What follows belongs to an exercise in optimizing a design on an open flow for a short achievable clock period and few clock cycles; a production flow would make more cautious choices.
In this exercise RTL edits were held to simulation tests only and were not proved equivalent to the original.
Power is estimated from default activity; no workload was simulated.

== the reference run ==
==> module flashSequencer, before the edit <==
module flashSequencer
(
  input  logic                  Clock,
  input  logic                  arstN,
  input  logic                  FlashOpUnlock,         
  input  logic                  FlashOpWr,             
  input  logic                  FlashOpEr,             
  input  logic [flashCtrlPkg::flashAddrW-1:0] FlashOpAddr,           
  output logic                  FlashCmdAck,           
  output logic                  FlashBusy,             
  output logic                  FlashError,            
  input  logic [flashCtrlPkg::flashDataW-1:0] ramRdData,             
  input  logic [flashCtrlPkg::flashDataW-1:0] ramWord0,              
  input  logic                  lastWord,              
  output logic                  writePrep,             
  output logic                  writeDone,             
  output logic                  csrAddr,               
  output logic                  csrRead,
  output logic [flashCtrlPkg::flashDataW-1:0] csrWriteData,
  output logic                  csrWrite,
  input  logic [flashCtrlPkg::flashDataW-1:0] csrReadData,           
  output logic [flashCtrlPkg::flashAddrW-1:0] dataAddr,
  output logic [flashCtrlPkg::flashDataW-1:0] dataWriteData,
  output logic                  dataWrite,
  input  logic                  dataWaitReq            
);
  flashCtrlPkg::seqState state, stateNext;
  logic                  rdValid;                      
  logic                  knownIdle;                    
  logic                  statusIdle;                   
  logic                  go;                           
  logic                  accept;                       
  logic                  dataHold;                     
  logic                  dataArmed;                    
  logic                  dataStart;                    
  logic                  lastProtect;                  
  logic                  csrReadNext;
  logic                  csrWriteNext;
  logic [flashCtrlPkg::flashDataW-1:0] csrWriteDataNext;
  assign statusIdle  = (csrReadData[flashCtrlPkg::statusBusyLsb +: 2] == 2'b00);
  assign go          = rdValid && statusIdle;
  assign accept      = (state == flashCtrlPkg::sIdle) && FlashOpUnlock && (FlashOpWr || FlashOpEr) &&
                       (knownIdle || go);
  assign dataStart   = dataArmed && statusIdle;
  assign lastProtect = (state == flashCtrlPkg::sProtect);
  assign writePrep   = (state == flashCtrlPkg::sIdle);
  assign writeDone   = (state == flashCtrlPkg::wHold) && !dataWaitReq;
  assign dataWrite   = dataHold || dataStart;
  always_comb
  begin
    stateNext = state;
    case (state)
      flashCtrlPkg::sIdle     :
        if (accept)
          stateNext = FlashOpWr ? flashCtrlPkg::wUnprot : flashCtrlPkg::e1Unprot;   
      flashCtrlPkg::wUnprot   : stateNext = flashCtrlPkg::wFirst;
      flashCtrlPkg::wFirst    : stateNext = flashCtrlPkg::wHold;
      flashCtrlPkg::wHold     :
        if (!dataWaitReq)
          stateNext = lastWord ? flashCtrlPkg::wArmLast : flashCtrlPkg::wArm;
      flashCtrlPkg::wArm      : if (go) stateNext = flashCtrlPkg::wHold;
      flashCtrlPkg::wArmLast  : if (go) stateNext = flashCtrlPkg::sProtect;
      flashCtrlPkg::e1Unprot  : stateNext = flashCtrlPkg::e1Erase;
      flashCtrlPkg::e1Erase   : stateNext = flashCtrlPkg::e1Arm;
      flashCtrlPkg::e1Arm     : if (go) stateNext = flashCtrlPkg::e1Protect;
      flashCtrlPkg::e1Protect : stateNext = flashCtrlPkg::e2Unprot;
      flashCtrlPkg::e2Unprot  : stateNext = flashCtrlPkg::e2Erase;
      flashCtrlPkg::e2Erase   : stateNext = flashCtrlPkg::e2Arm;
      flashCtrlPkg::e2Arm     : if (go) stateNext = flashCtrlPkg::sProtect;
      flashCtrlPkg::sProtect  : stateNext = flashCtrlPkg::sIdle;
      default                 : stateNext = flashCtrlPkg::sIdle;
    endcase
  end
  always_comb
  begin
    csrWriteNext     = 1'b0;
    csrReadNext      = 1'b1;                           
    csrWriteDataNext = flashCtrlPkg::csrProtectNone;   
    case (stateNext)
      flashCtrlPkg::sIdle :
        csrReadNext = !(knownIdle || go);              
      flashCtrlPkg::wUnprot :
      begin
        csrWriteNext     = 1'b1;
        csrReadNext      = 1'b0;
        csrWriteDataNext = flashCtrlPkg::csrUnprotBoth;
      end
      flashCtrlPkg::wFirst :
        csrReadNext = 1'b0;                            
      flashCtrlPkg::e1Unprot :
      begin
        csrWriteNext     = 1'b1;
        csrReadNext      = 1'b0;
        csrWriteDataNext = flashCtrlPkg::csrUnprotCfm1;
      end
      flashCtrlPkg::e1Erase :
      begin
        csrWriteNext     = 1'b1;
        csrReadNext      = 1'b0;
        csrWriteDataNext = flashCtrlPkg::csrEraseCfm1;
      end
      flashCtrlPkg::e2Unprot :
      begin
        csrWriteNext     = 1'b1;
        csrReadNext      = 1'b0;
        csrWriteDataNext = flashCtrlPkg::csrUnprotCfm2;
      end
      flashCtrlPkg::e2Erase :
      begin
        csrWriteNext     = 1'b1;
        csrReadNext      = 1'b0;
        csrWriteDataNext = flashCtrlPkg::csrEraseCfm2;
      end
      flashCtrlPkg::e1Protect, flashCtrlPkg::sProtect :
      begin
        csrWriteNext     = 1'b1;
        csrReadNext      = 1'b0;
      end
      default : ;
    endcase
  end
  always_ff @(posedge Clock or negedge arstN)
  begin
    if (!arstN)
    begin
      state       <= flashCtrlPkg::sIdle;
      rdValid     <= 1'b0;
      knownIdle   <= 1'b0;
      dataHold    <= 1'b0;
      dataArmed   <= 1'b0;
      csrRead     <= 1'b0;
      csrWrite    <= 1'b0;
      csrAddr     <= 1'b0;
      FlashCmdAck <= 1'b0;
      FlashBusy   <= 1'b0;
      FlashError  <= 1'b0;
    end
    else
    begin
      state       <= stateNext;
      rdValid     <= csrRead && !dataStart;            
      if ((state == flashCtrlPkg::sIdle) && go)
        knownIdle <= 1'b1;
      dataHold    <= (stateNext == flashCtrlPkg::wFirst) || (stateNext == flashCtrlPkg::wHold);
      dataArmed   <= (stateNext == flashCtrlPkg::wArm) && csrRead;
      csrRead     <= csrReadNext;
      csrWrite    <= csrWriteNext;
      csrAddr     <= csrWriteNext;
      FlashCmdAck <= accept;
      if (accept)
        FlashBusy <= 1'b1;
      else if (lastProtect)
        FlashBusy <= 1'b0;                             
      if (accept)
        FlashError <= 1'b0;                            
      else if (go && ((state == flashCtrlPkg::wArm) || (state == flashCtrlPkg::wArmLast)) &&
               !csrReadData[flashCtrlPkg::statusWriteOkBit])
        FlashError <= 1'b1;
      else if (go && ((state == flashCtrlPkg::e1Arm) || (state == flashCtrlPkg::e2Arm)) &&
               !csrReadData[flashCtrlPkg::statusEraseOkBit])
        FlashError <= 1'b1;
    end
  end
  logic [flashCtrlPkg::flashAddrW-1:0] nextAddr;       
  logic [flashCtrlPkg::flashDataW-1:0] nextData;       
  always_ff @(posedge Clock)
  begin
    csrWriteData <= csrWriteDataNext;
    if (state == flashCtrlPkg::sIdle)
      nextAddr <= FlashOpAddr;                         
    else if (writeDone)
      nextAddr <= nextAddr + 1'b1;
    if ((state == flashCtrlPkg::sIdle) || (state == flashCtrlPkg::wUnprot))
      nextData <= ramWord0;
    else if (writeDone)
      nextData <= ramRdData;
    dataAddr      <= nextAddr;
    dataWriteData <= (state == flashCtrlPkg::wUnprot) ? ramWord0 : nextData;
  end
endmodule
Settings: LEC_CHECK=0, ABC_CLOCK_PERIOD_IN_PS=2000, CAP_MARGIN=20, CORE_MARGIN=2, CORE_UTILIZATION=55, SETUP_SLACK_MARGIN=2.3, SLEW_MARGIN=20; clock period 4.5 ns.
standard.sh (not shown) runs the stock make flow with config.mk's settings and CLKGATE_MAP_FILE= SYNTH_SCRIPT=/design/flow/synth_recipe.tcl, a recipe that flattens the netlist after the stock synthesis.
==> flow/flow/run.sh <==
#!/bin/bash
# Standard layout, with every port buffered by a plain buffer cell instead of the
# default pick (a delay cell), which then sits on each input-to-output path.
set -o pipefail
cp standard.sh standard_copy.txt
export BUFFER_PORTS_ARGS="-buffer_cell sky130_fd_sc_hd__buf_4"
bash standard.sh > standard.log 2>&1
Testbench counts of the reference run, summed over its fixed seeds: cycles 26,375.
Here is what was changed in the inputs of the trial run compared with the reference run.
diff --git a/flow/design.v b/flow/design.v
--- a/flow/design.v
+++ b/flow/design.v
@@ -17,15 +17,14 @@
     sIdle,                                                
     wUnprot,                                              
     wFirst,                                               
     wHold,                                                
     wArm,                                                 
     wArmLast,                                             
-    e1Unprot, e1Erase, e1Arm, e1Protect,
-    e2Unprot, e2Erase, e2Arm,
-    sProtect
+    e1Unprot, e1Erase, e1Arm,                             
+    e2Unprot, e2Erase, e2Arm                              
   } seqState;
 endpackage
 `timescale 1ns/1ps
 module flashStageRam
 (
   input  logic                  Clock,
@@ -140,26 +139,34 @@
   logic                  knownIdle;                    
   logic                  statusIdle;                   
   logic                  go;                           
   logic                  accept;                       
   logic                  dataHold;                     
   logic                  dataArmed;                    
+  logic                  ctrlArmed;                    
   logic                  dataStart;                    
+  logic                  ctrlStart;                    
   logic                  lastProtect;                  
+  logic                  csrReadOnly;                  
+  logic                  csrWriteReg;                  
   logic                  csrReadNext;
   logic                  csrWriteNext;
   logic [flashCtrlPkg::flashDataW-1:0] csrWriteDataNext;
   assign statusIdle  = (csrReadData[flashCtrlPkg::statusBusyLsb +: 2] == 2'b00);
   assign go          = rdValid && statusIdle;
   assign accept      = (state == flashCtrlPkg::sIdle) && FlashOpUnlock && (FlashOpWr || FlashOpEr) &&
                        (knownIdle || go);
   assign dataStart   = dataArmed && statusIdle;
-  assign lastProtect = (state == flashCtrlPkg::sProtect);
+  assign ctrlStart   = ctrlArmed && statusIdle;
+  assign lastProtect = ((state == flashCtrlPkg::wArmLast) || (state == flashCtrlPkg::e2Arm)) && go;
   assign writePrep   = (state == flashCtrlPkg::sIdle);
   assign writeDone   = (state == flashCtrlPkg::wHold) && !dataWaitReq;
   assign dataWrite   = dataHold || dataStart;
+  assign csrWrite    = csrWriteReg || ctrlStart;
+  assign csrAddr     = csrWriteReg || ctrlStart;
+  assign csrRead     = csrReadOnly || (ctrlArmed && !statusIdle);    
   always_comb
   begin
     stateNext = state;
     case (state)
       flashCtrlPkg::sIdle     :
         if (accept)
@@ -167,21 +174,19 @@
       flashCtrlPkg::wUnprot   : stateNext = flashCtrlPkg::wFirst;
       flashCtrlPkg::wFirst    : stateNext = flashCtrlPkg::wHold;
       flashCtrlPkg::wHold     :
         if (!dataWaitReq)
           stateNext = lastWord ? flashCtrlPkg::wArmLast : flashCtrlPkg::wArm;
       flashCtrlPkg::wArm      : if (go) stateNext = flashCtrlPkg::wHold;
-      flashCtrlPkg::wArmLast  : if (go) stateNext = flashCtrlPkg::sProtect;
+      flashCtrlPkg::wArmLast  : if (go) stateNext = flashCtrlPkg::sIdle;         
       flashCtrlPkg::e1Unprot  : stateNext = flashCtrlPkg::e1Erase;
       flashCtrlPkg::e1Erase   : stateNext = flashCtrlPkg::e1Arm;
-      flashCtrlPkg::e1Arm     : if (go) stateNext = flashCtrlPkg::e1Protect;
-      flashCtrlPkg::e1Protect : stateNext = flashCtrlPkg::e2Unprot;
+      flashCtrlPkg::e1Arm     : if (go) stateNext = flashCtrlPkg::e2Unprot;      
       flashCtrlPkg::e2Unprot  : stateNext = flashCtrlPkg::e2Erase;
       flashCtrlPkg::e2Erase   : stateNext = flashCtrlPkg::e2Arm;
-      flashCtrlPkg::e2Arm     : if (go) stateNext = flashCtrlPkg::sProtect;
-      flashCtrlPkg::sProtect  : stateNext = flashCtrlPkg::sIdle;
+      flashCtrlPkg::e2Arm     : if (go) stateNext = flashCtrlPkg::sIdle;         
       default                 : stateNext = flashCtrlPkg::sIdle;
     endcase
   end
   always_comb
   begin
     csrWriteNext     = 1'b0;
@@ -219,47 +224,44 @@
       flashCtrlPkg::e2Erase :
       begin
         csrWriteNext     = 1'b1;
         csrReadNext      = 1'b0;
         csrWriteDataNext = flashCtrlPkg::csrEraseCfm2;
       end
-      flashCtrlPkg::e1Protect, flashCtrlPkg::sProtect :
-      begin
-        csrWriteNext     = 1'b1;
-        csrReadNext      = 1'b0;
-      end
       default : ;
     endcase
   end
   always_ff @(posedge Clock or negedge arstN)
   begin
     if (!arstN)
     begin
       state       <= flashCtrlPkg::sIdle;
       rdValid     <= 1'b0;
       knownIdle   <= 1'b0;
       dataHold    <= 1'b0;
       dataArmed   <= 1'b0;
-      csrRead     <= 1'b0;
-      csrWrite    <= 1'b0;
-      csrAddr     <= 1'b0;
+      ctrlArmed   <= 1'b0;
+      csrReadOnly <= 1'b0;
+      csrWriteReg <= 1'b0;
       FlashCmdAck <= 1'b0;
       FlashBusy   <= 1'b0;
       FlashError  <= 1'b0;
     end
     else
     begin
       state       <= stateNext;
       rdValid     <= csrRead && !dataStart;            
       if ((state == flashCtrlPkg::sIdle) && go)
         knownIdle <= 1'b1;
       dataHold    <= (stateNext == flashCtrlPkg::wFirst) || (stateNext == flashCtrlPkg::wHold);
       dataArmed   <= (stateNext == flashCtrlPkg::wArm) && csrRead;
-      csrRead     <= csrReadNext;
-      csrWrite    <= csrWriteNext;
-      csrAddr     <= csrWriteNext;
+      ctrlArmed   <= ((stateNext == flashCtrlPkg::wArmLast) || (stateNext == flashCtrlPkg::e1Arm) ||
+                      (stateNext == flashCtrlPkg::e2Arm)) && csrRead;
+      csrReadOnly <= csrReadNext && !(((stateNext == flashCtrlPkg::wArmLast) || (stateNext == flashCtrlPkg::e1Arm) ||
+                                       (stateNext == flashCtrlPkg::e2Arm)) && csrRead);    
+      csrWriteReg <= csrWriteNext;
       FlashCmdAck <= accept;
       if (accept)
         FlashBusy <= 1'b1;
       else if (lastProtect)
         FlashBusy <= 1'b0;                             
       if (accept)
==> notes.md <==
For synthesized area, the reference run and the trial run come out practically identical.
Per the comparison of the trial run with the reference run, measured slew at the worst slew-check pin lower; overall via count from detail_route higher; fraction of power consumed by the clock network higher.
Between the trial run and the reference run, the difference in global-route wire length before repair is negligible.
When the trial run is measured against the reference run, its number of clock buffer instances in the layout turns out 12 lower.
Testbench counts of the trial run, summed over its fixed seeds: cycles 26,255.

## separate check: timing with driven ports
How much do the figures lean on ideal ports? The routed layouts below were timed once more, with nothing changed but the port constraints.
Step 1 sets driving cells, clkbuf_16 on the clock port and buf_2 on the other inputs (assumed; they add their load-dependent delay and slew).
Step 2 also shifts input and output timing later by t, the mid clock arrival at the registers, as if the neighbouring blocks saw the same clock.
Slacks: ideal ports / drivers / drivers and shift; pairs: ideal ports / drivers.
run	shift t [ns]	slack for setup (ns)	worst hold slack (ns)	latest minus earliest clock arrival (ns)	slew at the worst register clock pin (ns)
the reference run	0.998	2.020 / 1.939 / 2.056	0.072 / 0.017 / 0.333	0.073 / 0.073	0.07 / 0.07
the trial run	0.996	1.940 / 1.849 / 1.797	0.107 / 0.043 / 0.328	0.046 / 0.046	0.06 / 0.06
After both steps every run listed still meets setup and hold. For the trial run, which loses most, drivers alone change the setup slack by -0.091 ns; drivers and shift together by -0.143 ns.
